This is an optimization exercise on Yosys and OpenROAD, whose aim is a short achievable clock period and few clock cycles, not a production implementation. Only simulation tests tie the RTL to the original design; equivalence was not proved. No activity file was given, so power comes from the tool's default toggle rates.

==> flow/design.v <==
`default_nettype none
package cache_pkg;
    typedef logic [32-1:0] addr_t;
    typedef logic [32-3-5-1:0] tag_t;
    typedef logic [3-1:0] index_t;
    typedef logic [32*8-1:0] line_t;
    typedef logic [32-1:0] byte_en_t;
    typedef logic [2-1:0] way_mask_t;
    typedef struct packed {
        addr_t    addr;
        line_t    wdata;
        byte_en_t be;
        logic     write;
    } cpu_req_t;
    typedef struct packed {
        logic compare_en;
        logic write_hit;
        logic fill;
    } way_ctrl_t;
    typedef struct packed {
        logic  hit;
        logic  dirty;
        tag_t  tag;
        line_t data;
    } way_status_t;
    typedef enum logic [1:0] {
        ST_IDLE,
        ST_COMPARE,
        ST_WRITE_BACK,
        ST_FILL
    } cache_state_t;
endpackage
`default_nettype wire
`timescale 1ns/1ns
`default_nettype none
module cache_way (
    input  logic        way_i,
    input  logic [63:0] line0_i,
    input  logic [63:0] line1_i,
    output logic [63:0] line_o
);
    assign line_o = way_i ? line1_i : line0_i;
endmodule
`default_nettype wire
`timescale 1ns/1ns
`default_nettype none
module cache_way_select (
    input  logic [23:0]  tag_i,
    input  logic [7:0]   dec_i,        
    input  logic [191:0] tag0_i,       
    input  logic [191:0] tag1_i,
    input  logic [7:0]   val0_i,
    input  logic [7:0]   val1_i,
    input  logic [7:0]   lru_i,        
    output logic         hit_o,
    output logic         hit1_o,
    output logic         way_o         
);
    logic [7:0] m0, m1, pick1;
    for (genvar s = 0; s < 8; s++) begin : g_set
        assign m0[s]    = val0_i[s] && (tag0_i[24*s +: 24] == tag_i);
        assign m1[s]    = val1_i[s] && (tag1_i[24*s +: 24] == tag_i);
        assign pick1[s] = m1[s] || (!m0[s] && lru_i[s]);
    end
    assign hit_o  = |(dec_i & (m0 | m1));
    assign hit1_o = |(dec_i & m1);
    assign way_o  = |(dec_i & pick1);
endmodule
`default_nettype wire
`timescale 1ns/1ns
`default_nettype none
module cache_top (
    input  logic     clk,
    input  logic     reset_i,
    input  logic           req_valid_i,
    input  logic [31:0]    req_addr_i,
    input  logic [255:0]   req_wdata_i,
    input  logic [31:0]    req_be_i,
    input  logic           req_write_i,
    output logic           resp_valid_o,
    output logic [255:0]   rdata_o,
    output logic           pmem_read_o,
    output logic           pmem_write_o,
    output logic [31:0]    pmem_addr_o,
    output logic [255:0]   pmem_wdata_o,
    input  logic [255:0]   pmem_rdata_i,
    input  logic           pmem_resp_i
);
    localparam int SETS = 8;
    logic [23:0] in_tag;
    logic [2:0]  in_set;
    logic [7:0]  in_dec;
    logic [31:0] in_wmask;
    assign in_tag   = req_addr_i[31:8];
    assign in_set   = req_addr_i[7:5];
    assign in_dec   = 8'b1 << in_set;
    assign in_wmask = req_write_i ? req_be_i : 32'd0;
    logic [23:0]  tag0_q [SETS];
    logic [23:0]  tag1_q [SETS];
    logic [255:0] dat0_q [SETS];
    logic [255:0] dat1_q [SETS];
    logic [SETS-1:0] val0_q, val1_q, dty0_q, dty1_q, lru_q;
    logic [23:0]  rtag_q;
    logic [2:0]   rset_q;
    logic [255:0] wdata_q;
    logic [31:0]  wmask_q;       
    logic         wr_q;          
    logic         way_q;         
    logic         hit_q;         
    logic         upd_q;         
    logic [23:0]  ptag_q;        
    logic [255:0] line_q;        
    logic [31:0]  rsel_q;        
    logic st_resp_q, st_wb_q, st_fill_q;
    logic [191:0] tag0_flat, tag1_flat;
    logic [7:0]   lru_fwd;
    for (genvar s = 0; s < SETS; s++) begin : g_flat
        assign tag0_flat[24*s +: 24] = tag0_q[s];
        assign tag1_flat[24*s +: 24] = tag1_q[s];
        assign lru_fwd[s] = (upd_q && rset_q == s) ? !way_q : lru_q[s];
    end
    logic hit, hit1, way_n;
    logic [3:0] hit_c, hit1_c, way_c;
    for (genvar c = 0; c < 4; c++) begin : g_lookup
        cache_way_select u_lookup (
            .tag_i  (in_tag),
            .dec_i  (in_dec),
            .tag0_i (tag0_flat),
            .tag1_i (tag1_flat),
            .val0_i (val0_q),
            .val1_i (val1_q),
            .lru_i  (lru_fwd),
            .hit_o  (hit_c[c]),
            .hit1_o (hit1_c[c]),
            .way_o  (way_c[c])
        );
    end
    assign hit   = hit_c[0];
    assign hit1  = hit1_c[0];
    assign way_n = way_c[0];
    logic fwd_meta, pend_dty, lru_cur, dty0_cur, dty1_cur, vic, vic_dirty;
    logic go_fill;
    assign fwd_meta  = upd_q && (rset_q == in_set);
    assign pend_dty  = hit_q ? ((way_q ? dty1_q[rset_q] : dty0_q[rset_q]) | wr_q) : wr_q;
    assign lru_cur   = fwd_meta ? !way_q : lru_q[in_set];
    assign dty0_cur  = (fwd_meta && !way_q) ? pend_dty : dty0_q[in_set];
    assign dty1_cur  = (fwd_meta && way_q)  ? pend_dty : dty1_q[in_set];
    assign vic       = lru_cur;
    assign vic_dirty = vic ? dty1_cur : dty0_cur;
    assign go_fill   = !hit && !vic_dirty;
    for (genvar s = 0; s < SETS; s++) begin : g_meta
        logic upd;
        assign upd = upd_q && (rset_q == s);
        always_ff @(posedge clk) begin
            if (reset_i) begin
                val0_q[s] <= 1'b0;
                val1_q[s] <= 1'b0;
                dty0_q[s] <= 1'b0;
                dty1_q[s] <= 1'b0;
                lru_q[s]  <= 1'b0;
            end else if (upd) begin
                lru_q[s] <= !way_q;
                if (!way_q) begin
                    val0_q[s] <= 1'b1;
                    dty0_q[s] <= pend_dty;
                end else begin
                    val1_q[s] <= 1'b1;
                    dty1_q[s] <= pend_dty;
                end
            end
        end
        always_ff @(posedge clk) begin
            if (reset_i) begin
                tag0_q[s] <= '0;
                tag1_q[s] <= '0;
            end else begin
                if (upd && !hit_q && !way_q) tag0_q[s] <= rtag_q;
                if (upd && !hit_q && way_q)  tag1_q[s] <= rtag_q;
            end
        end
    end
    logic fill_now, pend;
    logic [255:0] wline, fline, pline;
    assign fill_now = st_fill_q && pmem_resp_i;
    assign pend     = st_resp_q || fill_now;
    for (genvar b = 0; b < 32; b++) begin : g_merge
        assign wline[b*8 +: 8] = wmask_q[b] ? wdata_q[b*8 +: 8] : line_q[b*8 +: 8];
        assign fline[b*8 +: 8] = wmask_q[b] ? wdata_q[b*8 +: 8] : pmem_rdata_i[b*8 +: 8];
    end
    assign pline = st_fill_q ? fline : wline;
    for (genvar s = 0; s < SETS; s++) begin : g_data
        always_ff @(posedge clk) begin
            if (pend && rset_q == s && !way_q) dat0_q[s] <= pline;
            if (pend && rset_q == s && way_q)  dat1_q[s] <= pline;
        end
    end
    logic [255:0] set0, set1;
    logic fwd0, fwd1;
    assign fwd0 = pend && (rset_q == in_set) && !way_q;
    assign fwd1 = pend && (rset_q == in_set) && way_q;
    assign set0 = fwd0 ? pline : dat0_q[in_set];
    assign set1 = fwd1 ? pline : dat1_q[in_set];
    logic fill_wait, wb_done;
    logic [255:0] wbytes_q;
    assign fill_wait = st_fill_q && !pmem_resp_i;
    assign wb_done   = st_wb_q && pmem_resp_i;
    for (genvar b = 0; b < 32; b++) begin : g_wbytes
        assign wbytes_q[b*8 +: 8] = wmask_q[b] ? wdata_q[b*8 +: 8] : 8'd0;
    end
    logic [255:0] line0_n, line1_n, line_n;
    assign line0_n = reset_i ? 256'd0 : req_valid_i ? set0 : fill_wait ? wbytes_q : line_q;
    assign line1_n = reset_i ? 256'd0 : req_valid_i ? set1 : fill_wait ? wbytes_q : line_q;
    for (genvar c = 0; c < 4; c++) begin : g_line
        cache_way u_line (
            .way_i   (way_c[c]),
            .line0_i (line0_n[64*c +: 64]),
            .line1_i (line1_n[64*c +: 64]),
            .line_o  (line_n[64*c +: 64])
        );
    end
    always_ff @(posedge clk) begin
        line_q <= line_n;
    end
    for (genvar b = 0; b < 32; b++) begin : g_rsel
        always_ff @(posedge clk) begin
            rsel_q[b] <= fill_wait && !wmask_q[b];
        end
        assign rdata_o[b*8 +: 8] = ({8{rsel_q[b]}} & pmem_rdata_i[b*8 +: 8]) | line_q[b*8 +: 8];
    end
    always_ff @(posedge clk) begin
        if (req_valid_i) begin
            rtag_q  <= in_tag;
            wdata_q <= req_wdata_i;
            wmask_q <= in_wmask;
            wr_q    <= req_write_i;
            way_q   <= way_n;
            hit_q   <= hit;
        end
    end
    always_ff @(posedge clk) begin
        if (reset_i) begin
            rset_q  <= '0;
            ptag_q  <= '0;
        end else if (req_valid_i) begin
            rset_q  <= in_set;
            ptag_q  <= !vic_dirty ? in_tag : vic ? tag1_q[in_set] : tag0_q[in_set];
        end else if (wb_done) begin
            ptag_q  <= rtag_q;
        end
    end
    always_ff @(posedge clk) begin
        if (reset_i) begin
            upd_q     <= 1'b0;
            st_resp_q <= 1'b0;
            st_wb_q   <= 1'b0;
            st_fill_q <= 1'b0;
        end else if (req_valid_i) begin
            upd_q     <= 1'b1;
            st_resp_q <= hit;
            st_wb_q   <= !hit && vic_dirty;
            st_fill_q <= go_fill;
        end else begin
            upd_q     <= 1'b0;
            st_resp_q <= 1'b0;
            if (wb_done) begin
                st_wb_q   <= 1'b0;
                st_fill_q <= 1'b1;
            end else if (fill_now) begin
                st_fill_q <= 1'b0;
            end
        end
    end
    assign resp_valid_o = st_resp_q || (st_fill_q && pmem_resp_i);
    assign pmem_write_o = st_wb_q;
    assign pmem_read_o  = st_fill_q;
    assign pmem_addr_o  = {ptag_q, rset_q, 5'd0};
    assign pmem_wdata_o = line_q;
endmodule
`default_nettype wire
==> flow/flow/run.sh <==
#!/bin/bash
# The standard layout (the standard.sh, which runs the standard synthesis
# unchanged), except that:
#  - the input and output port buffers start as buf_4 instead of the slow
#    delay buffer buffer_ports picks by default;
#  - io.tcl groups the pins of each data byte (req_wdata_i, pmem_rdata_i,
#    rdata_o, pmem_wdata_o bits and the byte enable), so that the byte's
#    control signals do not have to cross the die.
# The make output goes to flow.log here; each ORFS step keeps its own log
# under orfs/logs.
set -euo pipefail
bash standard.sh "BUFFER_PORTS_ARGS=-buffer_cell sky130_fd_sc_hd__buf_4" \
    "IO_CONSTRAINTS=$PWD/flow/io.tcl" finish > flow.log 2>&1
==> flow/flow/io.tcl <==
set_io_pin_constraint -group -order -pin_names {req_wdata_i[0] pmem_rdata_i[0] rdata_o[0] pmem_wdata_o[0] req_wdata_i[1] pmem_rdata_i[1] rdata_o[1] pmem_wdata_o[1] req_wdata_i[2] pmem_rdata_i[2] rdata_o[2] pmem_wdata_o[2] req_wdata_i[3] pmem_rdata_i[3] rdata_o[3] pmem_wdata_o[3] req_wdata_i[4] pmem_rdata_i[4] rdata_o[4] pmem_wdata_o[4] req_wdata_i[5] pmem_rdata_i[5] rdata_o[5] pmem_wdata_o[5] req_wdata_i[6] pmem_rdata_i[6] rdata_o[6] pmem_wdata_o[6] req_wdata_i[7] pmem_rdata_i[7] rdata_o[7] pmem_wdata_o[7] req_be_i[0]}
set_io_pin_constraint -group -order -pin_names {req_wdata_i[8] pmem_rdata_i[8] rdata_o[8] pmem_wdata_o[8] req_wdata_i[9] pmem_rdata_i[9] rdata_o[9] pmem_wdata_o[9] req_wdata_i[10] pmem_rdata_i[10] rdata_o[10] pmem_wdata_o[10] req_wdata_i[11] pmem_rdata_i[11] rdata_o[11] pmem_wdata_o[11] req_wdata_i[12] pmem_rdata_i[12] rdata_o[12] pmem_wdata_o[12] req_wdata_i[13] pmem_rdata_i[13] rdata_o[13] pmem_wdata_o[13] req_wdata_i[14] pmem_rdata_i[14] rdata_o[14] pmem_wdata_o[14] req_wdata_i[15] pmem_rdata_i[15] rdata_o[15] pmem_wdata_o[15] req_be_i[1]}
set_io_pin_constraint -group -order -pin_names {req_wdata_i[16] pmem_rdata_i[16] rdata_o[16] pmem_wdata_o[16] req_wdata_i[17] pmem_rdata_i[17] rdata_o[17] pmem_wdata_o[17] req_wdata_i[18] pmem_rdata_i[18] rdata_o[18] pmem_wdata_o[18] req_wdata_i[19] pmem_rdata_i[19] rdata_o[19] pmem_wdata_o[19] req_wdata_i[20] pmem_rdata_i[20] rdata_o[20] pmem_wdata_o[20] req_wdata_i[21] pmem_rdata_i[21] rdata_o[21] pmem_wdata_o[21] req_wdata_i[22] pmem_rdata_i[22] rdata_o[22] pmem_wdata_o[22] req_wdata_i[23] pmem_rdata_i[23] rdata_o[23] pmem_wdata_o[23] req_be_i[2]}
set_io_pin_constraint -group -order -pin_names {req_wdata_i[24] pmem_rdata_i[24] rdata_o[24] pmem_wdata_o[24] req_wdata_i[25] pmem_rdata_i[25] rdata_o[25] pmem_wdata_o[25] req_wdata_i[26] pmem_rdata_i[26] rdata_o[26] pmem_wdata_o[26] req_wdata_i[27] pmem_rdata_i[27] rdata_o[27] pmem_wdata_o[27] req_wdata_i[28] pmem_rdata_i[28] rdata_o[28] pmem_wdata_o[28] req_wdata_i[29] pmem_rdata_i[29] rdata_o[29] pmem_wdata_o[29] req_wdata_i[30] pmem_rdata_i[30] rdata_o[30] pmem_wdata_o[30] req_wdata_i[31] pmem_rdata_i[31] rdata_o[31] pmem_wdata_o[31] req_be_i[3]}
set_io_pin_constraint -group -order -pin_names {req_wdata_i[32] pmem_rdata_i[32] rdata_o[32] pmem_wdata_o[32] req_wdata_i[33] pmem_rdata_i[33] rdata_o[33] pmem_wdata_o[33] req_wdata_i[34] pmem_rdata_i[34] rdata_o[34] pmem_wdata_o[34] req_wdata_i[35] pmem_rdata_i[35] rdata_o[35] pmem_wdata_o[35] req_wdata_i[36] pmem_rdata_i[36] rdata_o[36] pmem_wdata_o[36] req_wdata_i[37] pmem_rdata_i[37] rdata_o[37] pmem_wdata_o[37] req_wdata_i[38] pmem_rdata_i[38] rdata_o[38] pmem_wdata_o[38] req_wdata_i[39] pmem_rdata_i[39] rdata_o[39] pmem_wdata_o[39] req_be_i[4]}
set_io_pin_constraint -group -order -pin_names {req_wdata_i[40] pmem_rdata_i[40] rdata_o[40] pmem_wdata_o[40] req_wdata_i[41] pmem_rdata_i[41] rdata_o[41] pmem_wdata_o[41] req_wdata_i[42] pmem_rdata_i[42] rdata_o[42] pmem_wdata_o[42] req_wdata_i[43] pmem_rdata_i[43] rdata_o[43] pmem_wdata_o[43] req_wdata_i[44] pmem_rdata_i[44] rdata_o[44] pmem_wdata_o[44] req_wdata_i[45] pmem_rdata_i[45] rdata_o[45] pmem_wdata_o[45] req_wdata_i[46] pmem_rdata_i[46] rdata_o[46] pmem_wdata_o[46] req_wdata_i[47] pmem_rdata_i[47] rdata_o[47] pmem_wdata_o[47] req_be_i[5]}
set_io_pin_constraint -group -order -pin_names {req_wdata_i[48] pmem_rdata_i[48] rdata_o[48] pmem_wdata_o[48] req_wdata_i[49] pmem_rdata_i[49] rdata_o[49] pmem_wdata_o[49] req_wdata_i[50] pmem_rdata_i[50] rdata_o[50] pmem_wdata_o[50] req_wdata_i[51] pmem_rdata_i[51] rdata_o[51] pmem_wdata_o[51] req_wdata_i[52] pmem_rdata_i[52] rdata_o[52] pmem_wdata_o[52] req_wdata_i[53] pmem_rdata_i[53] rdata_o[53] pmem_wdata_o[53] req_wdata_i[54] pmem_rdata_i[54] rdata_o[54] pmem_wdata_o[54] req_wdata_i[55] pmem_rdata_i[55] rdata_o[55] pmem_wdata_o[55] req_be_i[6]}
set_io_pin_constraint -group -order -pin_names {req_wdata_i[56] pmem_rdata_i[56] rdata_o[56] pmem_wdata_o[56] req_wdata_i[57] pmem_rdata_i[57] rdata_o[57] pmem_wdata_o[57] req_wdata_i[58] pmem_rdata_i[58] rdata_o[58] pmem_wdata_o[58] req_wdata_i[59] pmem_rdata_i[59] rdata_o[59] pmem_wdata_o[59] req_wdata_i[60] pmem_rdata_i[60] rdata_o[60] pmem_wdata_o[60] req_wdata_i[61] pmem_rdata_i[61] rdata_o[61] pmem_wdata_o[61] req_wdata_i[62] pmem_rdata_i[62] rdata_o[62] pmem_wdata_o[62] req_wdata_i[63] pmem_rdata_i[63] rdata_o[63] pmem_wdata_o[63] req_be_i[7]}
set_io_pin_constraint -group -order -pin_names {req_wdata_i[64] pmem_rdata_i[64] rdata_o[64] pmem_wdata_o[64] req_wdata_i[65] pmem_rdata_i[65] rdata_o[65] pmem_wdata_o[65] req_wdata_i[66] pmem_rdata_i[66] rdata_o[66] pmem_wdata_o[66] req_wdata_i[67] pmem_rdata_i[67] rdata_o[67] pmem_wdata_o[67] req_wdata_i[68] pmem_rdata_i[68] rdata_o[68] pmem_wdata_o[68] req_wdata_i[69] pmem_rdata_i[69] rdata_o[69] pmem_wdata_o[69] req_wdata_i[70] pmem_rdata_i[70] rdata_o[70] pmem_wdata_o[70] req_wdata_i[71] pmem_rdata_i[71] rdata_o[71] pmem_wdata_o[71] req_be_i[8]}
set_io_pin_constraint -group -order -pin_names {req_wdata_i[72] pmem_rdata_i[72] rdata_o[72] pmem_wdata_o[72] req_wdata_i[73] pmem_rdata_i[73] rdata_o[73] pmem_wdata_o[73] req_wdata_i[74] pmem_rdata_i[74] rdata_o[74] pmem_wdata_o[74] req_wdata_i[75] pmem_rdata_i[75] rdata_o[75] pmem_wdata_o[75] req_wdata_i[76] pmem_rdata_i[76] rdata_o[76] pmem_wdata_o[76] req_wdata_i[77] pmem_rdata_i[77] rdata_o[77] pmem_wdata_o[77] req_wdata_i[78] pmem_rdata_i[78] rdata_o[78] pmem_wdata_o[78] req_wdata_i[79] pmem_rdata_i[79] rdata_o[79] pmem_wdata_o[79] req_be_i[9]}
set_io_pin_constraint -group -order -pin_names {req_wdata_i[80] pmem_rdata_i[80] rdata_o[80] pmem_wdata_o[80] req_wdata_i[81] pmem_rdata_i[81] rdata_o[81] pmem_wdata_o[81] req_wdata_i[82] pmem_rdata_i[82] rdata_o[82] pmem_wdata_o[82] req_wdata_i[83] pmem_rdata_i[83] rdata_o[83] pmem_wdata_o[83] req_wdata_i[84] pmem_rdata_i[84] rdata_o[84] pmem_wdata_o[84] req_wdata_i[85] pmem_rdata_i[85] rdata_o[85] pmem_wdata_o[85] req_wdata_i[86] pmem_rdata_i[86] rdata_o[86] pmem_wdata_o[86] req_wdata_i[87] pmem_rdata_i[87] rdata_o[87] pmem_wdata_o[87] req_be_i[10]}
set_io_pin_constraint -group -order -pin_names {req_wdata_i[88] pmem_rdata_i[88] rdata_o[88] pmem_wdata_o[88] req_wdata_i[89] pmem_rdata_i[89] rdata_o[89] pmem_wdata_o[89] req_wdata_i[90] pmem_rdata_i[90] rdata_o[90] pmem_wdata_o[90] req_wdata_i[91] pmem_rdata_i[91] rdata_o[91] pmem_wdata_o[91] req_wdata_i[92] pmem_rdata_i[92] rdata_o[92] pmem_wdata_o[92] req_wdata_i[93] pmem_rdata_i[93] rdata_o[93] pmem_wdata_o[93] req_wdata_i[94] pmem_rdata_i[94] rdata_o[94] pmem_wdata_o[94] req_wdata_i[95] pmem_rdata_i[95] rdata_o[95] pmem_wdata_o[95] req_be_i[11]}
set_io_pin_constraint -group -order -pin_names {req_wdata_i[96] pmem_rdata_i[96] rdata_o[96] pmem_wdata_o[96] req_wdata_i[97] pmem_rdata_i[97] rdata_o[97] pmem_wdata_o[97] req_wdata_i[98] pmem_rdata_i[98] rdata_o[98] pmem_wdata_o[98] req_wdata_i[99] pmem_rdata_i[99] rdata_o[99] pmem_wdata_o[99] req_wdata_i[100] pmem_rdata_i[100] rdata_o[100] pmem_wdata_o[100] req_wdata_i[101] pmem_rdata_i[101] rdata_o[101] pmem_wdata_o[101] req_wdata_i[102] pmem_rdata_i[102] rdata_o[102] pmem_wdata_o[102] req_wdata_i[103] pmem_rdata_i[103] rdata_o[103] pmem_wdata_o[103] req_be_i[12]}
set_io_pin_constraint -group -order -pin_names {req_wdata_i[104] pmem_rdata_i[104] rdata_o[104] pmem_wdata_o[104] req_wdata_i[105] pmem_rdata_i[105] rdata_o[105] pmem_wdata_o[105] req_wdata_i[106] pmem_rdata_i[106] rdata_o[106] pmem_wdata_o[106] req_wdata_i[107] pmem_rdata_i[107] rdata_o[107] pmem_wdata_o[107] req_wdata_i[108] pmem_rdata_i[108] rdata_o[108] pmem_wdata_o[108] req_wdata_i[109] pmem_rdata_i[109] rdata_o[109] pmem_wdata_o[109] req_wdata_i[110] pmem_rdata_i[110] rdata_o[110] pmem_wdata_o[110] req_wdata_i[111] pmem_rdata_i[111] rdata_o[111] pmem_wdata_o[111] req_be_i[13]}
set_io_pin_constraint -group -order -pin_names {req_wdata_i[112] pmem_rdata_i[112] rdata_o[112] pmem_wdata_o[112] req_wdata_i[113] pmem_rdata_i[113] rdata_o[113] pmem_wdata_o[113] req_wdata_i[114] pmem_rdata_i[114] rdata_o[114] pmem_wdata_o[114] req_wdata_i[115] pmem_rdata_i[115] rdata_o[115] pmem_wdata_o[115] req_wdata_i[116] pmem_rdata_i[116] rdata_o[116] pmem_wdata_o[116] req_wdata_i[117] pmem_rdata_i[117] rdata_o[117] pmem_wdata_o[117] req_wdata_i[118] pmem_rdata_i[118] rdata_o[118] pmem_wdata_o[118] req_wdata_i[119] pmem_rdata_i[119] rdata_o[119] pmem_wdata_o[119] req_be_i[14]}
set_io_pin_constraint -group -order -pin_names {req_wdata_i[120] pmem_rdata_i[120] rdata_o[120] pmem_wdata_o[120] req_wdata_i[121] pmem_rdata_i[121] rdata_o[121] pmem_wdata_o[121] req_wdata_i[122] pmem_rdata_i[122] rdata_o[122] pmem_wdata_o[122] req_wdata_i[123] pmem_rdata_i[123] rdata_o[123] pmem_wdata_o[123] req_wdata_i[124] pmem_rdata_i[124] rdata_o[124] pmem_wdata_o[124] req_wdata_i[125] pmem_rdata_i[125] rdata_o[125] pmem_wdata_o[125] req_wdata_i[126] pmem_rdata_i[126] rdata_o[126] pmem_wdata_o[126] req_wdata_i[127] pmem_rdata_i[127] rdata_o[127] pmem_wdata_o[127] req_be_i[15]}
set_io_pin_constraint -group -order -pin_names {req_wdata_i[128] pmem_rdata_i[128] rdata_o[128] pmem_wdata_o[128] req_wdata_i[129] pmem_rdata_i[129] rdata_o[129] pmem_wdata_o[129] req_wdata_i[130] pmem_rdata_i[130] rdata_o[130] pmem_wdata_o[130] req_wdata_i[131] pmem_rdata_i[131] rdata_o[131] pmem_wdata_o[131] req_wdata_i[132] pmem_rdata_i[132] rdata_o[132] pmem_wdata_o[132] req_wdata_i[133] pmem_rdata_i[133] rdata_o[133] pmem_wdata_o[133] req_wdata_i[134] pmem_rdata_i[134] rdata_o[134] pmem_wdata_o[134] req_wdata_i[135] pmem_rdata_i[135] rdata_o[135] pmem_wdata_o[135] req_be_i[16]}
set_io_pin_constraint -group -order -pin_names {req_wdata_i[136] pmem_rdata_i[136] rdata_o[136] pmem_wdata_o[136] req_wdata_i[137] pmem_rdata_i[137] rdata_o[137] pmem_wdata_o[137] req_wdata_i[138] pmem_rdata_i[138] rdata_o[138] pmem_wdata_o[138] req_wdata_i[139] pmem_rdata_i[139] rdata_o[139] pmem_wdata_o[139] req_wdata_i[140] pmem_rdata_i[140] rdata_o[140] pmem_wdata_o[140] req_wdata_i[141] pmem_rdata_i[141] rdata_o[141] pmem_wdata_o[141] req_wdata_i[142] pmem_rdata_i[142] rdata_o[142] pmem_wdata_o[142] req_wdata_i[143] pmem_rdata_i[143] rdata_o[143] pmem_wdata_o[143] req_be_i[17]}
set_io_pin_constraint -group -order -pin_names {req_wdata_i[144] pmem_rdata_i[144] rdata_o[144] pmem_wdata_o[144] req_wdata_i[145] pmem_rdata_i[145] rdata_o[145] pmem_wdata_o[145] req_wdata_i[146] pmem_rdata_i[146] rdata_o[146] pmem_wdata_o[146] req_wdata_i[147] pmem_rdata_i[147] rdata_o[147] pmem_wdata_o[147] req_wdata_i[148] pmem_rdata_i[148] rdata_o[148] pmem_wdata_o[148] req_wdata_i[149] pmem_rdata_i[149] rdata_o[149] pmem_wdata_o[149] req_wdata_i[150] pmem_rdata_i[150] rdata_o[150] pmem_wdata_o[150] req_wdata_i[151] pmem_rdata_i[151] rdata_o[151] pmem_wdata_o[151] req_be_i[18]}
set_io_pin_constraint -group -order -pin_names {req_wdata_i[152] pmem_rdata_i[152] rdata_o[152] pmem_wdata_o[152] req_wdata_i[153] pmem_rdata_i[153] rdata_o[153] pmem_wdata_o[153] req_wdata_i[154] pmem_rdata_i[154] rdata_o[154] pmem_wdata_o[154] req_wdata_i[155] pmem_rdata_i[155] rdata_o[155] pmem_wdata_o[155] req_wdata_i[156] pmem_rdata_i[156] rdata_o[156] pmem_wdata_o[156] req_wdata_i[157] pmem_rdata_i[157] rdata_o[157] pmem_wdata_o[157] req_wdata_i[158] pmem_rdata_i[158] rdata_o[158] pmem_wdata_o[158] req_wdata_i[159] pmem_rdata_i[159] rdata_o[159] pmem_wdata_o[159] req_be_i[19]}
set_io_pin_constraint -group -order -pin_names {req_wdata_i[160] pmem_rdata_i[160] rdata_o[160] pmem_wdata_o[160] req_wdata_i[161] pmem_rdata_i[161] rdata_o[161] pmem_wdata_o[161] req_wdata_i[162] pmem_rdata_i[162] rdata_o[162] pmem_wdata_o[162] req_wdata_i[163] pmem_rdata_i[163] rdata_o[163] pmem_wdata_o[163] req_wdata_i[164] pmem_rdata_i[164] rdata_o[164] pmem_wdata_o[164] req_wdata_i[165] pmem_rdata_i[165] rdata_o[165] pmem_wdata_o[165] req_wdata_i[166] pmem_rdata_i[166] rdata_o[166] pmem_wdata_o[166] req_wdata_i[167] pmem_rdata_i[167] rdata_o[167] pmem_wdata_o[167] req_be_i[20]}
set_io_pin_constraint -group -order -pin_names {req_wdata_i[168] pmem_rdata_i[168] rdata_o[168] pmem_wdata_o[168] req_wdata_i[169] pmem_rdata_i[169] rdata_o[169] pmem_wdata_o[169] req_wdata_i[170] pmem_rdata_i[170] rdata_o[170] pmem_wdata_o[170] req_wdata_i[171] pmem_rdata_i[171] rdata_o[171] pmem_wdata_o[171] req_wdata_i[172] pmem_rdata_i[172] rdata_o[172] pmem_wdata_o[172] req_wdata_i[173] pmem_rdata_i[173] rdata_o[173] pmem_wdata_o[173] req_wdata_i[174] pmem_rdata_i[174] rdata_o[174] pmem_wdata_o[174] req_wdata_i[175] pmem_rdata_i[175] rdata_o[175] pmem_wdata_o[175] req_be_i[21]}
set_io_pin_constraint -group -order -pin_names {req_wdata_i[176] pmem_rdata_i[176] rdata_o[176] pmem_wdata_o[176] req_wdata_i[177] pmem_rdata_i[177] rdata_o[177] pmem_wdata_o[177] req_wdata_i[178] pmem_rdata_i[178] rdata_o[178] pmem_wdata_o[178] req_wdata_i[179] pmem_rdata_i[179] rdata_o[179] pmem_wdata_o[179] req_wdata_i[180] pmem_rdata_i[180] rdata_o[180] pmem_wdata_o[180] req_wdata_i[181] pmem_rdata_i[181] rdata_o[181] pmem_wdata_o[181] req_wdata_i[182] pmem_rdata_i[182] rdata_o[182] pmem_wdata_o[182] req_wdata_i[183] pmem_rdata_i[183] rdata_o[183] pmem_wdata_o[183] req_be_i[22]}
set_io_pin_constraint -group -order -pin_names {req_wdata_i[184] pmem_rdata_i[184] rdata_o[184] pmem_wdata_o[184] req_wdata_i[185] pmem_rdata_i[185] rdata_o[185] pmem_wdata_o[185] req_wdata_i[186] pmem_rdata_i[186] rdata_o[186] pmem_wdata_o[186] req_wdata_i[187] pmem_rdata_i[187] rdata_o[187] pmem_wdata_o[187] req_wdata_i[188] pmem_rdata_i[188] rdata_o[188] pmem_wdata_o[188] req_wdata_i[189] pmem_rdata_i[189] rdata_o[189] pmem_wdata_o[189] req_wdata_i[190] pmem_rdata_i[190] rdata_o[190] pmem_wdata_o[190] req_wdata_i[191] pmem_rdata_i[191] rdata_o[191] pmem_wdata_o[191] req_be_i[23]}
set_io_pin_constraint -group -order -pin_names {req_wdata_i[192] pmem_rdata_i[192] rdata_o[192] pmem_wdata_o[192] req_wdata_i[193] pmem_rdata_i[193] rdata_o[193] pmem_wdata_o[193] req_wdata_i[194] pmem_rdata_i[194] rdata_o[194] pmem_wdata_o[194] req_wdata_i[195] pmem_rdata_i[195] rdata_o[195] pmem_wdata_o[195] req_wdata_i[196] pmem_rdata_i[196] rdata_o[196] pmem_wdata_o[196] req_wdata_i[197] pmem_rdata_i[197] rdata_o[197] pmem_wdata_o[197] req_wdata_i[198] pmem_rdata_i[198] rdata_o[198] pmem_wdata_o[198] req_wdata_i[199] pmem_rdata_i[199] rdata_o[199] pmem_wdata_o[199] req_be_i[24]}
set_io_pin_constraint -group -order -pin_names {req_wdata_i[200] pmem_rdata_i[200] rdata_o[200] pmem_wdata_o[200] req_wdata_i[201] pmem_rdata_i[201] rdata_o[201] pmem_wdata_o[201] req_wdata_i[202] pmem_rdata_i[202] rdata_o[202] pmem_wdata_o[202] req_wdata_i[203] pmem_rdata_i[203] rdata_o[203] pmem_wdata_o[203] req_wdata_i[204] pmem_rdata_i[204] rdata_o[204] pmem_wdata_o[204] req_wdata_i[205] pmem_rdata_i[205] rdata_o[205] pmem_wdata_o[205] req_wdata_i[206] pmem_rdata_i[206] rdata_o[206] pmem_wdata_o[206] req_wdata_i[207] pmem_rdata_i[207] rdata_o[207] pmem_wdata_o[207] req_be_i[25]}
set_io_pin_constraint -group -order -pin_names {req_wdata_i[208] pmem_rdata_i[208] rdata_o[208] pmem_wdata_o[208] req_wdata_i[209] pmem_rdata_i[209] rdata_o[209] pmem_wdata_o[209] req_wdata_i[210] pmem_rdata_i[210] rdata_o[210] pmem_wdata_o[210] req_wdata_i[211] pmem_rdata_i[211] rdata_o[211] pmem_wdata_o[211] req_wdata_i[212] pmem_rdata_i[212] rdata_o[212] pmem_wdata_o[212] req_wdata_i[213] pmem_rdata_i[213] rdata_o[213] pmem_wdata_o[213] req_wdata_i[214] pmem_rdata_i[214] rdata_o[214] pmem_wdata_o[214] req_wdata_i[215] pmem_rdata_i[215] rdata_o[215] pmem_wdata_o[215] req_be_i[26]}
set_io_pin_constraint -group -order -pin_names {req_wdata_i[216] pmem_rdata_i[216] rdata_o[216] pmem_wdata_o[216] req_wdata_i[217] pmem_rdata_i[217] rdata_o[217] pmem_wdata_o[217] req_wdata_i[218] pmem_rdata_i[218] rdata_o[218] pmem_wdata_o[218] req_wdata_i[219] pmem_rdata_i[219] rdata_o[219] pmem_wdata_o[219] req_wdata_i[220] pmem_rdata_i[220] rdata_o[220] pmem_wdata_o[220] req_wdata_i[221] pmem_rdata_i[221] rdata_o[221] pmem_wdata_o[221] req_wdata_i[222] pmem_rdata_i[222] rdata_o[222] pmem_wdata_o[222] req_wdata_i[223] pmem_rdata_i[223] rdata_o[223] pmem_wdata_o[223] req_be_i[27]}
set_io_pin_constraint -group -order -pin_names {req_wdata_i[224] pmem_rdata_i[224] rdata_o[224] pmem_wdata_o[224] req_wdata_i[225] pmem_rdata_i[225] rdata_o[225] pmem_wdata_o[225] req_wdata_i[226] pmem_rdata_i[226] rdata_o[226] pmem_wdata_o[226] req_wdata_i[227] pmem_rdata_i[227] rdata_o[227] pmem_wdata_o[227] req_wdata_i[228] pmem_rdata_i[228] rdata_o[228] pmem_wdata_o[228] req_wdata_i[229] pmem_rdata_i[229] rdata_o[229] pmem_wdata_o[229] req_wdata_i[230] pmem_rdata_i[230] rdata_o[230] pmem_wdata_o[230] req_wdata_i[231] pmem_rdata_i[231] rdata_o[231] pmem_wdata_o[231] req_be_i[28]}
set_io_pin_constraint -group -order -pin_names {req_wdata_i[232] pmem_rdata_i[232] rdata_o[232] pmem_wdata_o[232] req_wdata_i[233] pmem_rdata_i[233] rdata_o[233] pmem_wdata_o[233] req_wdata_i[234] pmem_rdata_i[234] rdata_o[234] pmem_wdata_o[234] req_wdata_i[235] pmem_rdata_i[235] rdata_o[235] pmem_wdata_o[235] req_wdata_i[236] pmem_rdata_i[236] rdata_o[236] pmem_wdata_o[236] req_wdata_i[237] pmem_rdata_i[237] rdata_o[237] pmem_wdata_o[237] req_wdata_i[238] pmem_rdata_i[238] rdata_o[238] pmem_wdata_o[238] req_wdata_i[239] pmem_rdata_i[239] rdata_o[239] pmem_wdata_o[239] req_be_i[29]}
set_io_pin_constraint -group -order -pin_names {req_wdata_i[240] pmem_rdata_i[240] rdata_o[240] pmem_wdata_o[240] req_wdata_i[241] pmem_rdata_i[241] rdata_o[241] pmem_wdata_o[241] req_wdata_i[242] pmem_rdata_i[242] rdata_o[242] pmem_wdata_o[242] req_wdata_i[243] pmem_rdata_i[243] rdata_o[243] pmem_wdata_o[243] req_wdata_i[244] pmem_rdata_i[244] rdata_o[244] pmem_wdata_o[244] req_wdata_i[245] pmem_rdata_i[245] rdata_o[245] pmem_wdata_o[245] req_wdata_i[246] pmem_rdata_i[246] rdata_o[246] pmem_wdata_o[246] req_wdata_i[247] pmem_rdata_i[247] rdata_o[247] pmem_wdata_o[247] req_be_i[30]}
set_io_pin_constraint -group -order -pin_names {req_wdata_i[248] pmem_rdata_i[248] rdata_o[248] pmem_wdata_o[248] req_wdata_i[249] pmem_rdata_i[249] rdata_o[249] pmem_wdata_o[249] req_wdata_i[250] pmem_rdata_i[250] rdata_o[250] pmem_wdata_o[250] req_wdata_i[251] pmem_rdata_i[251] rdata_o[251] pmem_wdata_o[251] req_wdata_i[252] pmem_rdata_i[252] rdata_o[252] pmem_wdata_o[252] req_wdata_i[253] pmem_rdata_i[253] rdata_o[253] pmem_wdata_o[253] req_wdata_i[254] pmem_rdata_i[254] rdata_o[254] pmem_wdata_o[254] req_wdata_i[255] pmem_rdata_i[255] rdata_o[255] pmem_wdata_o[255] req_be_i[31]}
==> flow/standard.sh <==
#!/bin/bash
# synth_recipe.tcl (not shown) runs the flow's synth.tcl, then flattens the netlist and writes it again
# the make line also repeats each setting of config.mk as NAME=value (left out here)
make -C /OpenROAD-flow-scripts/flow DESIGN_CONFIG=/design/flow/config.mk WORK_HOME=/design/flow/orfs CLKGATE_MAP_FILE= SYNTH_SCRIPT=/design/flow/synth_recipe.tcl "${@:-finish}"
==> flow/config.mk <==
export PLATFORM = sky130hd
export DESIGN_NAME = cache_top
export DESIGN_NICKNAME = cache_top
export VERILOG_FILES = /design/flow/design.v
export SDC_FILE = /design/flow/constraint.sdc
export NUM_CORES = 4
export LEC_CHECK = 0
export ABC_CLOCK_PERIOD_IN_PS = 3000
export CAP_MARGIN = 20
export CORE_MARGIN = 2
export CORE_UTILIZATION = 45
export SETUP_SLACK_MARGIN = 3.9
export SLEW_MARGIN = 20
export SYNTH_HIERARCHICAL = 1
export SYNTH_MINIMUM_KEEP_SIZE = 0
==> flow/constraint.sdc <==
create_clock -name core_clock -period 7.0 [get_ports {clk}]
set_input_delay 1.4000 -clock core_clock [delete_from_list [all_inputs] [get_ports {clk}]]
set_output_delay 1.4000 -clock core_clock [all_outputs]
set_load 0.01 [all_outputs]
==> results of run 1 <==
## layout by cell type, fill, tap and decap left out, drive strengths merged, types with 60 or more instances in the layout
cell	n
nand4	257
nor2b	88
mux2	408
a221oi	632
a22o	257
nand2	1790
a211oi	311
clkinv	205
a21oi	799
edfxtp	4411
clkbuf	769
o211ai	400
o21ai	836
nand3	182
nor3	95
a31oi	263
dfxtp	743
a21o	258
o221a	78
mux2i	485
nor2	561
xor2	381
o21bai	155
xnor2	1158
a22oi	206
buf	2167
a311oi	178
mux4	193
a21boi	77
inv	60
nor4	125
nand2b	164
## registers in the layout (all words and copies together) (netlist names), 24 cells and up
signal and cells:
tag0_q 192, rtag_q 24, wdata_q 256, tag1_q 192, rsel_q 32, dat0_q 2048
wmask_q 32, ptag_q 24, dat1_q 2048, line_q 256
## area by class of cell
class / count / area (sq um) / area share (%)
repair buffers: 2217 / 24300 / 8.81
diodes: 25 / 62.6 / 0.0227
clock inverters: 260 / 2510 / 0.909
clock buffers: 758 / 15300 / 5.56
repair inverters: 3 / 26.3 / 0.00952
multi-input cells: 10700 / 77200 / 28.0
inverters: 37 / 194 / 0.0703
well taps: 6732 / 8420 / 3.05
flip-flops and latches: 5154 / 148000 / 53.6
## path summary, 6_finish.rpt
kind	end	slack [ns]	cells past startpoint	start
worst max-delay path	line_q[74]	3.37	14	req_addr_i[30]
worst min-delay path	wdata_q[108]	0.48	1	req_wdata_i[108]
worst max register to register	line_q[227]	3.48	11	tag0_q[7][20]
worst min register to register	dty0_q[4]	0.50	2	dty0_q[4]
## metal layers
layer  vias to the layer above  part of all wire (%)
li1                      69300                     -
met1                     84300                    39
met4                        22                   5.9
met2                      9791                    44
met5                         -                 0.034
met3                      1981                    11
## through the flow
stage               power [mW]  instance area [sq um]  setup WS [ns]  hold WS [ns]  utilization (%)
CTS                       72.5                 274000           3.52         0.401             53.8
global route              74.4                 276000           3.43         0.446             54.2
global placement          43.0                 247000           1.47         0.484             48.6
detailed placement        43.1                 248000           1.45         0.485             48.7
finish                    72.6                 276000           3.37         0.477             54.2
floorplan                 39.5                 230000          -1.42         0.460                -
## power by group
group	leakage [nW]	switching (mW)	internal [mW]
Combinational	37.4	5.21	3.23
Clock	8.70	12.7	16.5
Sequential	46.4	0.596	34.5
Total	92.5	18.5	54.2
## timing repair
item                       4_1_cts  5_1_grt
gates cloned                    84       14
gates resized for setup       1091      287
setup buffers                  213       90
setup endpoints to repair     4109      653
pin swaps                      130      253
==> impl_metrics.ini, run 1 <==
[job]
max_cap_viol_count = 0

[synthesis]
yosysWarnings = 11
synth_cells = 17300
syn_area_sq_um = 230000
avgSynthCellArea_sq_um = 13.3

[route]
drt_first_pass_iters = 6
drt_wl_total_mm = 879
drtIter0Drc = 21200
vias = 165000
route.detailed.drc = 0
wire_per_inst_um = 34.0
drt-vias-per-instance = 6.40
ant_nets = 0

[global_route]
grt_max_degree = 177
grt.total_usage_pct = 32.6
antenna_found_initial = 46
grt_pass1_vias = 157000
use_met2_pct = 50.0
grt_pass1_wl_mm = 1210
grt_util_met3_pct = 6.97
busiest_layer = met2
gr-usage-met1_pct = 43.9
overflow = 0

[sta]
finalCriticalPeriod_ns = 3.63
rsz0062_at_grt = true
final_hold_viol_count = 0
drv_slew = 0
finalClockSkew_ns = 0.0782
finalCritPeriodShare_pct = 51.9
tns_ns = 0
max-slew-margin-rel_pct = 13.4
tightest_slew_ns = 1.30
setup_viol = 0
clock.fmax_ghz = 0.275

[die]
die_h_um = 719
core_sq_um = 509000
die_x_um = 719
die_area_sq_um = 516000
initial_utilization_pct = 45.2
rows = 262
io_pins = 1128

[final_layout]
finalNetCount = 19200
final-instance-count-excl-fill = 25800
area_delta_synth_final_pct = 20.1
fill_cells = 41900
layout-drive-gt1-share_pct = 22.0

[setup_path]
worstPathCellList = buf_16 -> buf_4 -> bufbuf_16 -> xnor2_1 -> nand4_1 -> nor3_1 -> a21oi_1 -> a31oi_1 -> nand4_1 -> buf_12 -> buf_12 -> buf_12 -> buf_16 -> mux2_4
cpLargestDelayFamily = buffers and inverters
arrival_ns = 4.61
cp_max_fo = 15
critPathRequiredTime_ns = 7.98
crit_path_top_delay_cell = nor3_1
max_stage_delay_ns = 0.48
cp_num_buf_inv = 7
cp-end-kind = flop
path_class = in -> reg
worstSetupStartpointType = input port
crit_top_cell = buf_12

[clocking]
clk_pin_slew_ns = 0.06
clockBufferDepth = 4
clock-sinks = 5154
cts_inserted_buffers = 558
h-tree-depth = 6
cts_tree = built
root_buffer = clkbuf_16
cts-hold-fix-buffers = 0
clk_latency_ns = 1.11

[placement]
gp_congestion = 0.981
dp_cells = 24400
portBuffers = 1117
dp_hpwl_mm = 482

[hold_path]
hold_class = in -> reg

[power_and_ir_drop]
ir_drop_uv = 234
p_leak_nw = 92.5
pwr_density_cell_nw_per_um2 = 263

[status]
status = complete, no violations
Testbench counts, summed over its fixed seeds: cycles 26,838.
==> run 2, diff against run 1 <==
--- a/flow/design.v
+++ b/flow/design.v
@@ -65,6 +65,17 @@
     assign hit_o  = |(dec_i & (m0 | m1));
     assign hit1_o = |(dec_i & m1);
     assign way_o  = |(dec_i & pick1);
+endmodule
+`default_nettype wire
+`timescale 1ns/1ns
+`default_nettype none
+module cache_control (
+    input  logic st_resp_i,
+    input  logic st_fill_i,
+    input  logic pmem_resp_i,
+    output logic resp_valid_o
+);
+    assign resp_valid_o = st_resp_i || (st_fill_i && pmem_resp_i);
 endmodule
 `default_nettype wire
 `timescale 1ns/1ns
@@ -270,7 +281,12 @@
             end
         end
     end
-    assign resp_valid_o = st_resp_q || (st_fill_q && pmem_resp_i);
+    cache_control u_resp (
+        .st_resp_i    (st_resp_q),
+        .st_fill_i    (st_fill_q),
+        .pmem_resp_i  (pmem_resp_i),
+        .resp_valid_o (resp_valid_o)
+    );
     assign pmem_write_o = st_wb_q;
     assign pmem_read_o  = st_fill_q;
     assign pmem_addr_o  = {ptag_q, rset_q, 5'd0};
==> impl_metrics.ini, run 2 <==
[sta]
tightest_slew_ns = 1.24
clock.fmax_ghz = 0.279
rsz0062_at_grt = true
tns_ns = 0
max-slew-margin-rel_pct = 17.1
final_hold_viol_count = 0
finalClockSkew_ns = 0.101
whs_ns = 0.444
drv_slew = 0
setup_viol = 0
finalCritPeriodShare_pct = 51.1
finalCriticalPeriod_ns = 3.58

[final_layout]
final_common_cell = edfxtp_1
mostFrequentLayoutCells = 4411 x edfxtp_1, 1617 x nand2_1, 1407 x buf_4
final_util_pct = 54.2
layout-drive-gt1-share_pct = 21.0
reg_top3 = dat0_q x2048, dat1_q x2048
area_delta_synth_final_pct = 19.9
finalNetCount = 19500

[placement]
portBuffers = 1117
gp_congestion = 0.989
dp_hpwl_mm = 480

[power_and_ir_drop]
combPwrFrac_pct = 11.6
pwr_density_cell_nw_per_um2 = 264
p_sw_share_pct = 25.4
p_int_mw = 54.4
p_clk_share_pct = 40.3
p_leak_nw = 93.3
p_seq_share_pct = 48.1
p_sw_mw = 18.6
ir_drop_uv = 309

[clocking]
clk_latency_ns = 1.13
clk_pin_slew_ns = 0.06
cts_tree = built
clock-sinks = 5154
h-tree-depth = 6
cts_inserted_buffers = 561
clockBufferDepth = 4
root_buffer = clkbuf_16

[synthesis]
synth_cells = 17600
yosysWarnings = 11
avgSynthCellArea_sq_um = 13.0
syn_area_sq_um = 230000

[setup_path]
cp-end-kind = flop
arrival_ns = 4.52
path_class = in -> reg
timing.rr.start = rset_q[0]
critPathRequiredTime_ns = 7.95
reg2reg_depth = 12
reg2reg_to = line_q[136]
worstSetupStartpointType = input port
r2r_slack_ns = 3.46
cp_max_fo = 33

[job]
max_cap_viol_count = 0

[global_route]
antenna_found_initial = 37
grt_pass1_vias = 156000
grt.total_usage_pct = 31.8
overflow = 0
grt_pass1_wl_mm = 1190
grt_max_degree = 185

[route]
route.detailed.drc = 0
wire_per_inst_um = 33.0
drt_wl_total_mm = 861
drtIter0Drc = 21500
drt-vias-per-instance = 6.35
drt_first_pass_iters = 8
ant_nets = 0
vias = 166000

[die]
io_pins = 1128
die_h_um = 719
die_area_sq_um = 517000
rows = 262
core_sq_um = 509000
initial_utilization_pct = 45.2
die_x_um = 719

[hold_path]
hold_class = in -> reg
hold_end = wdata_q[233]
worstHoldStart = req_wdata_i[233]
hold_depth = 1

[status]
status = complete, no violations
## run 2: power by group through the flow
stage	registers, mW	logic [mW]	clock network [mW]
finish	35.1	8.47	29.4
global route	35.1	8.86	30.8
CTS	35.0	8.17	29.6
detailed placement	35.7	7.50	0
global placement	35.7	7.40	0
floorplan	35.5	4.15	0
## run 2: layer usage
layer / track usage (%) / wire (um)
met1: 43.4 / 340000
met2: 49.1 / 386000
met3: 6.85 / 91900
met4: 14.0 / 42900
met5: 0 / 175
## run 2: worst max-delay path, stage by stage
cell and delay (ns):
buf_16 0.17, buf_16 0.24, xor2_1 0.18, nor4_2 0.33
nand3_1 0.11, o31a_1 0.41, a2111oi_4 0.41, nand4_1 0.21
buf_12 0.24, buf_12 0.18, clkbuf_16 0.19, mux2_4 0.31
## run 2: worst max path at each step
stage | from | slack [ns] | end | cells after the start
3_3_place_gp | req_addr_i[7] | 1.08 | line_q[191] | 10
2_1_floorplan | pmem_resp_i | -1.45 | dat0_q[0][0] | 3
4_1_cts | req_addr_i[14] | 3.53 | line_q[55] | 12
3_5_place_dp | req_addr_i[7] | 1.06 | line_q[191] | 10
5_1_grt | req_addr_i[8] | 3.47 | line_q[81] | 13
6_report | req_addr_i[25] | 3.42 | line_q[136] | 12
## run 2: what timing repair did
item / CTS / global route
setup endpoints to repair: 4271 / 702
buffers inserted: 164 / 92
pin swaps: 151 / 203
hold endpoints to repair: 0 / 0
cloned: 83 / 13
hold buffers: 0 / 0
resized for setup: 1032 / 289
## run 2: cell type report
cell class | count | area (sq um)
fill | 42000 | 233000
clock buffer | 723 | 15100
multi-input combinational | 10900 | 76800
clock inverter | 295 | 3020
timing repair buffer | 2215 | 24100
inverter | 120 | 509
antenna | 21 | 52.6
sequential | 5154 | 148000
timing repair inverter | 3 | 26.3
tap | 6732 | 8420
## run 2: metrics by stage
| step | cell area [sq um] | cells | setup slack [ns] | total power [mW] |
|---|---|---|---|---|
| 2_1_floorplan | 230000 | 17700 | -1.45 | 39.6 |
| 3_3_place_gp | 248000 | 24700 | 1.08 | 43.1 |
| 3_5_place_dp | 248000 | 24700 | 1.06 | 43.2 |
| 4_1_cts | 274000 | 26000 | 3.53 | 72.8 |
| 5_1_grt | 276000 | 26100 | 3.47 | 74.8 |
| 6_report | 276000 | 26100 | 3.42 | 72.9 |
Testbench counts of run 2, summed over its fixed seeds: cycles 26,838.
==> run 3, diff against run 2 <==
--- a/flow/config.mk
+++ b/flow/config.mk
@@ -8,8 +8,8 @@
 export ABC_CLOCK_PERIOD_IN_PS = 3000
 export CAP_MARGIN = 20
 export CORE_MARGIN = 2
-export CORE_UTILIZATION = 45
-export SETUP_SLACK_MARGIN = 3.9
+export CORE_UTILIZATION = 50
+export SETUP_SLACK_MARGIN = 3.7
 export SLEW_MARGIN = 20
 export SYNTH_HIERARCHICAL = 1
 export SYNTH_MINIMUM_KEEP_SIZE = 0
==> impl_metrics.ini, run 3 <==
[sta]
tightest_slew_ns = 1.21
final_hold_viol_count = 0
finalClockSkew_ns = 0.0592
drv_slew = 0
rsz0062_at_grt = true
setup_viol = 0
finalCriticalPeriod_ns = 3.56
clock.fmax_ghz = 0.281
max-slew-margin-rel_pct = 18.8
finalCritPeriodShare_pct = 50.9

[clocking]
cts-hold-fix-buffers = 0
clk_latency_ns = 1.11
clockBufferDepth = 4
h-tree-depth = 6
cts_tree = built
clk_pin_slew_ns = 0.06
cts_inserted_buffers = 558
clock-sinks = 5154
root_buffer = clkbuf_16

[synthesis]
syn_area_sq_um = 230000
avgSynthCellArea_sq_um = 13.0
yosysWarnings = 11
synth_cells = 17600

[final_layout]
final_common_cell = edfxtp_1
fill_cells = 36300
area_delta_synth_final_pct = 17.9
ff_latch_area_sq_um = 147000
fin_area_sq_um = 271000
mostFrequentLayoutCells = 4411 x edfxtp_1, 1617 x nand2_1, 1607 x buf_4
reg_top3 = dat0_q x2048, dat1_q x2048
multiInputGateArea_sq_um = 77000
finalNetCount = 19300
final-instance-count-excl-fill = 25300
layout-drive-gt1-share_pct = 19.1

[global_route]
antenna_found_initial = 33
grt_max_degree = 155
grt_pass1_wl_mm = 1160
grt.total_usage_pct = 34.5
overflow = 0
grt_pass1_vias = 153000

[setup_path]
cp-startpoint = req_addr_i[13]
cp_max_fo = 22
critical_path.endpoint = line_q[112]
critPathRequiredTime_ns = 7.96
path_class = in -> reg
reg2reg_to = line_q[112]
arrival_ns = 4.53
max_stage_delay_ns = 0.47
cp-end-kind = flop
worstSetupStartpointType = input port
timing.rr.start = rset_q[0]
reg2reg_depth = 13
crit_path_top_delay_cell = nor4_4
worstPathCellList = buf_16 -> buf_4 -> bufbuf_16 -> xnor2_1 -> nand4_1 -> nor3_1 -> a22o_2 -> nor4_4 -> nand4_1 -> buf_4 -> buf_12 -> buf_12 -> buf_12 -> buf_16 -> mux2_4
r2r_slack_ns = 3.58
crit_top_cell = buf_12

[status]
status = complete, no violations

[route]
wire_per_inst_um = 33.2
vias = 164000
drtIter0Drc = 21700
drt_first_pass_iters = 8
ant_nets = 0
route.detailed.drc = 0
drt-vias-per-instance = 6.48
drt_wl_total_mm = 841

[power_and_ir_drop]
ir_drop_uv = 305
power_mw = 73.1
pwr_density_cell_nw_per_um2 = 269
p_leak_nw = 91.8

[placement]
portBuffers = 1117
dp_cells = 24100
dp_hpwl_mm = 456
gp_congestion = 0.952
postPlaceCellArea_sq_um = 247000

[job]
max_cap_viol_count = 0

[die]
initial_utilization_pct = 50.1
core_sq_um = 459000
die_x_um = 683
io_pins = 1128
rows = 249
die_area_sq_um = 466000
die_h_um = 683

[hold_path]
hold_class = in -> reg
worstHoldStart = req_wdata_i[90]
==> run 3: worst min-delay path by stage <==
stage	to	slack [ns]	cells after the start
after detailed placement	dty1_q[4]	0.50	2
after global routing	wdata_q[175]	0.43	1
after CTS	wdata_q[90]	0.40	1
final	wdata_q[90]	0.47	1
after floorplan	dty0_q[2]	0.48	2
after global placement	dty1_q[5]	0.50	2
==> run 3: area by class of cell <==
type | instances | area share [%]
Sequential cell | 5154 | 54.3
Multi-Input combinational cell | 10900 | 28.4
Timing Repair Buffer | 2006 | 7.54
Clock buffer | 743 | 5.65
Tap cell | 6149 | 2.83
Clock inverter | 277 | 1.10
Inverter | 120 | 0.183
Antenna cell | 11 | 0.0101
==> run 3: worst max-delay path, delay by kind of cell <==
kind,cells,cell delay (ns)
xor gates and xnor gates,1,0.11
and+or+nand+nor,4,0.83
muxes,1,0.29
buffers and inverters,8,1.51
AOI/OAI and AO/OA,1,0.29
==> run 3: metal layers <==
metal / part of all wire (%) / track usage [%] / up-vias
met5: 0.017 / 0 / -
met4: 5.2 / 15.8 / 18
met3: 10 / 6.40 / 1749
met2: 46 / 54.4 / 9196
met1: 39 / 46.8 / 83500
li1: - / - / 69700
==> run 3: power by group <==
part	switching (mW)	internal, mW
combinational	5.22	3.00
clock	12.7	17.2
sequential	0.518	34.5
==> run 3: stage by stage <==
| step | setup TNS (ns) | setup WS [ns] | hold WS [ns] | util [%] |
|---|---|---|---|---|
| 4_1_cts | 0 | 3.46 | 0.399 | 58.8 |
| 2_1_floorplan | -1453.49 | -1.45 | 0.484 | - |
| 5_1_grt | 0 | 3.46 | 0.433 | 59.1 |
| 3_3_place_gp | 0 | 1.35 | 0.502 | 53.7 |
| 6_report | 0 | 3.44 | 0.472 | 59.1 |
| 3_5_place_dp | 0 | 1.30 | 0.504 | 53.7 |
==> run 3: what timing repair did <==
item                                    in CTS  in global routing
gates cloned                                65                 13
endpoints found under the hold margin        0                  0
gates resized for setup                    422                146
endpoints found under the setup margin    1337                942
setup buffers                              124                 42
pin swaps                                   60                 50
==> run 4, diff against run 3 <==
--- a/flow/config.mk
+++ b/flow/config.mk
@@ -8,8 +8,8 @@
 export ABC_CLOCK_PERIOD_IN_PS = 3000
 export CAP_MARGIN = 20
 export CORE_MARGIN = 2
-export CORE_UTILIZATION = 50
-export SETUP_SLACK_MARGIN = 3.7
+export CORE_UTILIZATION = 55
+export SETUP_SLACK_MARGIN = 3.6
 export SLEW_MARGIN = 20
 export SYNTH_HIERARCHICAL = 1
 export SYNTH_MINIMUM_KEEP_SIZE = 0
==> impl_metrics.ini, run 4 <==
[status]
status = complete, no violations

[sta]
finalCriticalPeriod_ns = 3.61
final_hold_viol_count = 0
whs_ns = 0.512
rsz0062_at_grt = true
clock.fmax_ghz = 0.277
finalCritPeriodShare_pct = 51.6
setup_viol = 0
drv_slew = 0
tightest_slew_ns = 1.40
finalClockSkew_ns = 0.0556
tns_ns = 0
max-slew-margin-rel_pct = 5.68

[final_layout]
final_common_cell = edfxtp_1
mostFrequentLayoutCells = 4411 x edfxtp_1, 1618 x nand2_1, 1581 x buf_4
final-instance-count-excl-fill = 24600
finalNetCount = 19200
layout-drive-gt1-share_pct = 18.4
area_delta_synth_final_pct = 16.9
reg_top3 = dat0_q x2048, dat1_q x2048

[power_and_ir_drop]
p_leak_nw = 91.0
combPwrFrac_pct = 11.3
p_sw_share_pct = 24.9
p_sw_mw = 18.1
p_int_mw = 54.5
p_seq_share_pct = 48.2
ir_drop_uv = 259
pwr_density_cell_nw_per_um2 = 270
power_mw = 72.6
p_clk_share_pct = 40.4

[route]
drt-vias-per-instance = 6.72
drtIter0Drc = 21700
drt_first_pass_iters = 9
drt_wl_total_mm = 850
ant_nets = 0
vias = 165000
route.detailed.drc = 0
wire_per_inst_um = 34.6

[synthesis]
syn_area_sq_um = 230000
synth_cells = 17600
avgSynthCellArea_sq_um = 13.0
yosysWarnings = 11

[die]
die_x_um = 651
io_pins = 1128
core_sq_um = 417000
initial_utilization_pct = 55.3
die_area_sq_um = 424000
rows = 237
die_h_um = 651

[setup_path]
arrival_ns = 4.53
worstSetupStartpointType = input port
critPathRequiredTime_ns = 7.92
cp-end-kind = flop
cp_max_fo = 21
path_class = in -> reg

[clocking]
root_buffer = clkbuf_16
clock-sinks = 5154
clockBufferDepth = 4
clk_pin_slew_ns = 0.06
cts-hold-fix-buffers = 0
clk_latency_ns = 1.07
cts_tree = built
cts_inserted_buffers = 550
h-tree-depth = 6

[global_route]
grt_pass1_vias = 155000
grt.total_usage_pct = 38.2
overflow = 0
grt_pass1_wl_mm = 1170
grt_max_degree = 215
antenna_found_initial = 31

[placement]
gp_congestion = 0.963
dp_cells = 23300
portBuffers = 1117
dp_hpwl_mm = 458

[hold_path]
hold_class = in -> reg

[job]
max_cap_viol_count = 0
-- run 4: cell count changes in the layout (fill, tap and decap cells not counted), sizes merged, moves of 10 or more --
| cell | delta |
|---|---|
| buf | -83 |
| clkbuf | +28 |
| clkinv | -19 |
| bufbuf | -13 |
| inv | -12 |
| diode | +10 |
-- run 4: layout make-up --
type                            instances  area, sq um
Antenna cell                           21         52.6
Clock buffer                          752        15300
Clock inverter                        249         2620
Fill cell                           31400       148000
Inverter                              120          494
Multi-Input combinational cell      10900        76900
Sequential cell                      5154       147000
Tap cell                             5497         6880
Timing Repair Buffer                 1929        19500
Timing Repair inverter                  1         8.76
-- run 4: path summary, 6_finish.rpt --
| kind | from | endpoint | slack [ns] | cells past startpoint |
|---|---|---|---|---|
| setup reg to reg | st_fill_q | dat1_q[3][193] | 3.46 | 7 |
| hold reg to reg | dty0_q[3] | dty0_q[3] | 0.51 | 2 |
| setup / recovery | req_addr_i[5] | line_q[162] | 3.39 | 12 |
| hold / removal | req_wdata_i[65] | wdata_q[65] | 0.51 | 1 |
-- run 4: repair_timing --
item	CTS	global route
cloned	46	36
setup endpoints to repair	876	263
pin swaps	21	42
setup buffers	61	81
resized for setup	328	132
-- run 4: power by group through the flow --
stage | sequential (mW) | combinational, mW | clock [mW]
2_1_floorplan | 35.5 | 4.15 | 0
3_5_place_dp | 35.7 | 7.59 | 0
5_1_grt | 35.1 | 8.58 | 30.7
4_1_cts | 35.0 | 7.91 | 29.5
3_3_place_gp | 35.7 | 7.50 | 0
6_report | 35.0 | 8.24 | 29.4
-- run 4: critical path: stages --
cell and delay [ns]:
buf_16 0.15, nand2b_4 0.32, nor2_4 0.33, nand3_1 0.15, nor4_2 0.23, a22o_1 0.36, nor4_2 0.09, buf_4 0.18
nand4_1 0.14, clkbuf_16 0.24, clkbuf_16 0.33, mux2_4 0.31
-- run 4: stage by stage --
stage / worst slack (ns) / utilization (%) / instance area (sq um)
floorplan: -1.45 / - / 230000
global placement: 1.47 / 58.9 / 245000
detailed placement: 1.42 / 58.9 / 245000
CTS: 3.46 / 64.0 / 267000
global route: 3.45 / 64.6 / 269000
finish: 3.39 / 64.6 / 269000
-- run 4: metal layers --
layer	global-route usage, %	vias to the layer above	wire [um]
li1	-	69600	-
met1	51.2	84000	324000
met2	60.0	9432	388000
met3	5.82	2117	80500
met4	21.0	18	56500
met5	0	-	142
==> run 5, diff against run 4 <==
--- a/flow/design.v
+++ b/flow/design.v
@@ -46,7 +46,7 @@
 `default_nettype none
 module cache_way_select (
     input  logic [23:0]  tag_i,
-    input  logic [7:0]   dec_i,        
+    input  logic [2:0]   set_i,        
     input  logic [191:0] tag0_i,       
     input  logic [191:0] tag1_i,
     input  logic [7:0]   val0_i,
@@ -62,9 +62,11 @@
         assign m1[s]    = val1_i[s] && (tag1_i[24*s +: 24] == tag_i);
         assign pick1[s] = m1[s] || (!m0[s] && lru_i[s]);
     end
-    assign hit_o  = |(dec_i & (m0 | m1));
-    assign hit1_o = |(dec_i & m1);
-    assign way_o  = |(dec_i & pick1);
+    logic [7:0] mm;
+    assign mm     = m0 | m1;
+    assign hit_o  = mm[set_i];
+    assign hit1_o = m1[set_i];
+    assign way_o  = pick1[set_i];
 endmodule
 `default_nettype wire
 `timescale 1ns/1ns
@@ -135,7 +137,7 @@
     for (genvar c = 0; c < 4; c++) begin : g_lookup
         cache_way_select u_lookup (
             .tag_i  (in_tag),
-            .dec_i  (in_dec),
+            .set_i  (in_set),
             .tag0_i (tag0_flat),
             .tag1_i (tag1_flat),
             .val0_i (val0_q),
--- a/flow/config.mk
+++ b/flow/config.mk
@@ -8,8 +8,8 @@
 export ABC_CLOCK_PERIOD_IN_PS = 3000
 export CAP_MARGIN = 20
 export CORE_MARGIN = 2
-export CORE_UTILIZATION = 55
-export SETUP_SLACK_MARGIN = 3.6
+export CORE_UTILIZATION = 50
+export SETUP_SLACK_MARGIN = 3.7
 export SLEW_MARGIN = 20
 export SYNTH_HIERARCHICAL = 1
 export SYNTH_MINIMUM_KEEP_SIZE = 0
==> impl_metrics.ini, run 5 <==
[status]
status = complete, no violations

[power_and_ir_drop]
power_mw = 73.0
p_int_mw = 54.4
p_seq_share_pct = 48.3
ir_drop_uv = 274
p_sw_mw = 18.6
p_sw_share_pct = 25.5
p_leak_nw = 93.4
pwr_density_cell_nw_per_um2 = 269
p_clk_share_pct = 39.8
combPwrFrac_pct = 12.0

[setup_path]
worstSetupStartpointType = input port
critPathRequiredTime_ns = 7.94
cp-end-kind = flop
arrival_ns = 4.76
path_class = in -> reg
cp_max_fo = 10

[sta]
final_hold_viol_count = 0
setup_viol = 0
finalClockSkew_ns = 0.0660
clock.fmax_ghz = 0.262
finalCritPeriodShare_pct = 54.6
finalCriticalPeriod_ns = 3.82
rsz0062_at_grt = true
setup_slack_ns = 3.18
tightest_slew_ns = 1.37
drv_slew = 0
max-slew-margin-rel_pct = 8.89

[clocking]
clockBufferDepth = 4
cts-hold-fix-buffers = 0
clock-sinks = 5154
root_buffer = clkbuf_16
cts_inserted_buffers = 555
h-tree-depth = 6
clk_latency_ns = 1.09
cts_tree = built
clk_pin_slew_ns = 0.06

[global_route]
overflow = 0
grt_pass1_vias = 153000
use_met2_pct = 53.7
grt_max_degree = 171
antenna_found_initial = 34
gr-usage-met1_pct = 48.7
busiest_layer = met2
grt.total_usage_pct = 35.1
grt_util_met3_pct = 6.54
grt_pass1_wl_mm = 1170

[route]
drtIter0Drc = 20700
drt_first_pass_iters = 7
drt_wl_total_mm = 844
drt-vias-per-instance = 6.46
wire_per_inst_um = 33.3
ant_nets = 0
vias = 164000
route.detailed.drc = 0

[die]
rows = 249
die_area_sq_um = 465000
core_sq_um = 459000
die_h_um = 682
initial_utilization_pct = 50.1
die_x_um = 682
io_pins = 1128

[final_layout]
area_delta_synth_final_pct = 18.0
finalNetCount = 19300
layout-drive-gt1-share_pct = 19.3
final_common_cell = edfxtp_1
final_util_pct = 59.1
mostFrequentLayoutCells = 4411 x edfxtp_1, 1840 x nand2_1, 1634 x buf_4
reg_top3 = dat0_q x2048, dat1_q x2048

[synthesis]
synth_cells = 17600
yosysWarnings = 11
avgSynthCellArea_sq_um = 13.1
syn_area_sq_um = 230000

[placement]
dp_hpwl_mm = 463
portBuffers = 1117
gp_congestion = 0.966
dp_worst_setup_slack_ns = 1.42

[hold_path]
hold_class = in -> reg

[job]
max_cap_viol_count = 0
-- run 5: cell types whose count changed in the layout (fill, tap and decap cells not counted), sizes merged, moves of 149 or more --
| cell | delta |
|---|---|
| a31oi | +187 |
| o21ai | +163 |
| a221oi | -260 |
| xnor2 | -352 |
| nand3 | -176 |
| nand2 | +225 |
| a21oi | -241 |
| xor2 | +348 |
| a21boi | +149 |
-- run 5: path summary, 6_finish.rpt --
path | start | end | slack, ns | depth (start not counted)
max | req_addr_i[22] | line_q[173] | 3.18 | 12
min | req_wdata_i[117] | wdata_q[117] | 0.50 | 1
max reg2reg | upd_q | line_q[189] | 3.23 | 13
min reg2reg | dty0_q[6] | dty0_q[6] | 0.51 | 2
-- run 5: repair_timing --
item,4_1_cts,5_1_grt
gates cloned,60,8
setup endpoints to repair,1943,299
pin swaps,98,64
resized for setup,490,109
buffers inserted,156,39
-- run 5: layout make-up --
type | count | area, sq um
timing repair buffer | 2028 | 20500
fill | 36300 | 188000
tap | 6149 | 7690
sequential | 5154 | 147000
clock buffer | 756 | 15400
inverter | 81 | 342
clock inverter | 261 | 2410
multi-input combinational | 10900 | 77600
antenna | 14 | 35.0
-- run 5: per-layer routing --
layer  vias to the layer above  wire length (um)
li1                      69400                 -
met1                     83400            335000
met2                      9082            379000
met3                      1708             83300
met4                        16             45800
met5                         -               128
-- run 5: power groups by stage --
stage	registers, mW	clock network, mW	logic [mW]
6_report	35.2	29.0	8.73
5_1_grt	35.3	30.4	9.14
4_1_cts	35.2	29.2	8.51
3_5_place_dp	35.9	0	7.96
3_3_place_gp	35.9	0	7.87
2_1_floorplan	35.7	0	4.35
-- run 5: per-stage QoR --
| stage | setup TNS [ns] | cell area (sq um) | instances | hold slack (ns) |
|---|---|---|---|---|
| after global placement | 0 | 247000 | 24000 | 0.500 |
| final | 0 | 271000 | 25300 | 0.501 |
| after floorplan | -1451.50 | 230000 | 17600 | 0.482 |
| after detailed placement | 0 | 247000 | 24000 | 0.507 |
| after CTS | 0 | 270000 | 25300 | 0.434 |
| after global routing | 0 | 271000 | 25300 | 0.478 |
-- run 5: worst max-delay path, stage by stage --
cell and delay (ns):
buf_16 0.13, xor2_1 0.17, nor4_2 0.32, nand2_1 0.19, nor4_4 0.58, nor2b_1 0.13
o221a_1 0.35, or4_4 0.55, buf_12 0.18, buf_12 0.19, buf_16 0.15, mux2_4 0.30
Testbench counts of run 5, summed over its fixed seeds: cycles 26,838.

==> afterwards: timing with drivers on the ports <==
No port has a modelled driver above. Below, the same layouts with a new extraction and two added sets of constraints.
Step 1 assumes that a clkbuf_16 drives the clock port and a buf_2 every other input.
Step 2 times the ports against the registers' clock, not the clock port: input delays grow and output delays shrink by t, the midpoint of the rising clock arrivals with the driver on.
Three values: no drivers, after step 1, after step 2; two values: the first two.
run | t, ns | slack for setup (ns) | slew at the worst register clock pin (ns) | worst data-port slew with drivers (ns)
run 1 | 1.195 | 3.367 / 3.187 / 1.992 | 0.07 / 0.07 | 0.41
run 2 | 1.204 | 3.422 / 3.232 / 2.028 | 0.07 / 0.07 | 0.41
run 3 | 1.200 | 3.438 / 3.215 / 2.015 | 0.07 / 0.07 | 0.52
run 4 | 1.179 | 3.390 / 3.142 / 1.963 | 0.07 / 0.07 | 0.58
run 5 | 1.167 | 3.181 / 3.088 / 1.920 | 0.07 / 0.07 | 0.38
After both steps setup and hold are still met in every run listed. For run 4, which loses most, drivers alone change the setup slack by -0.248 ns; drivers and shift together by -1.427 ns.
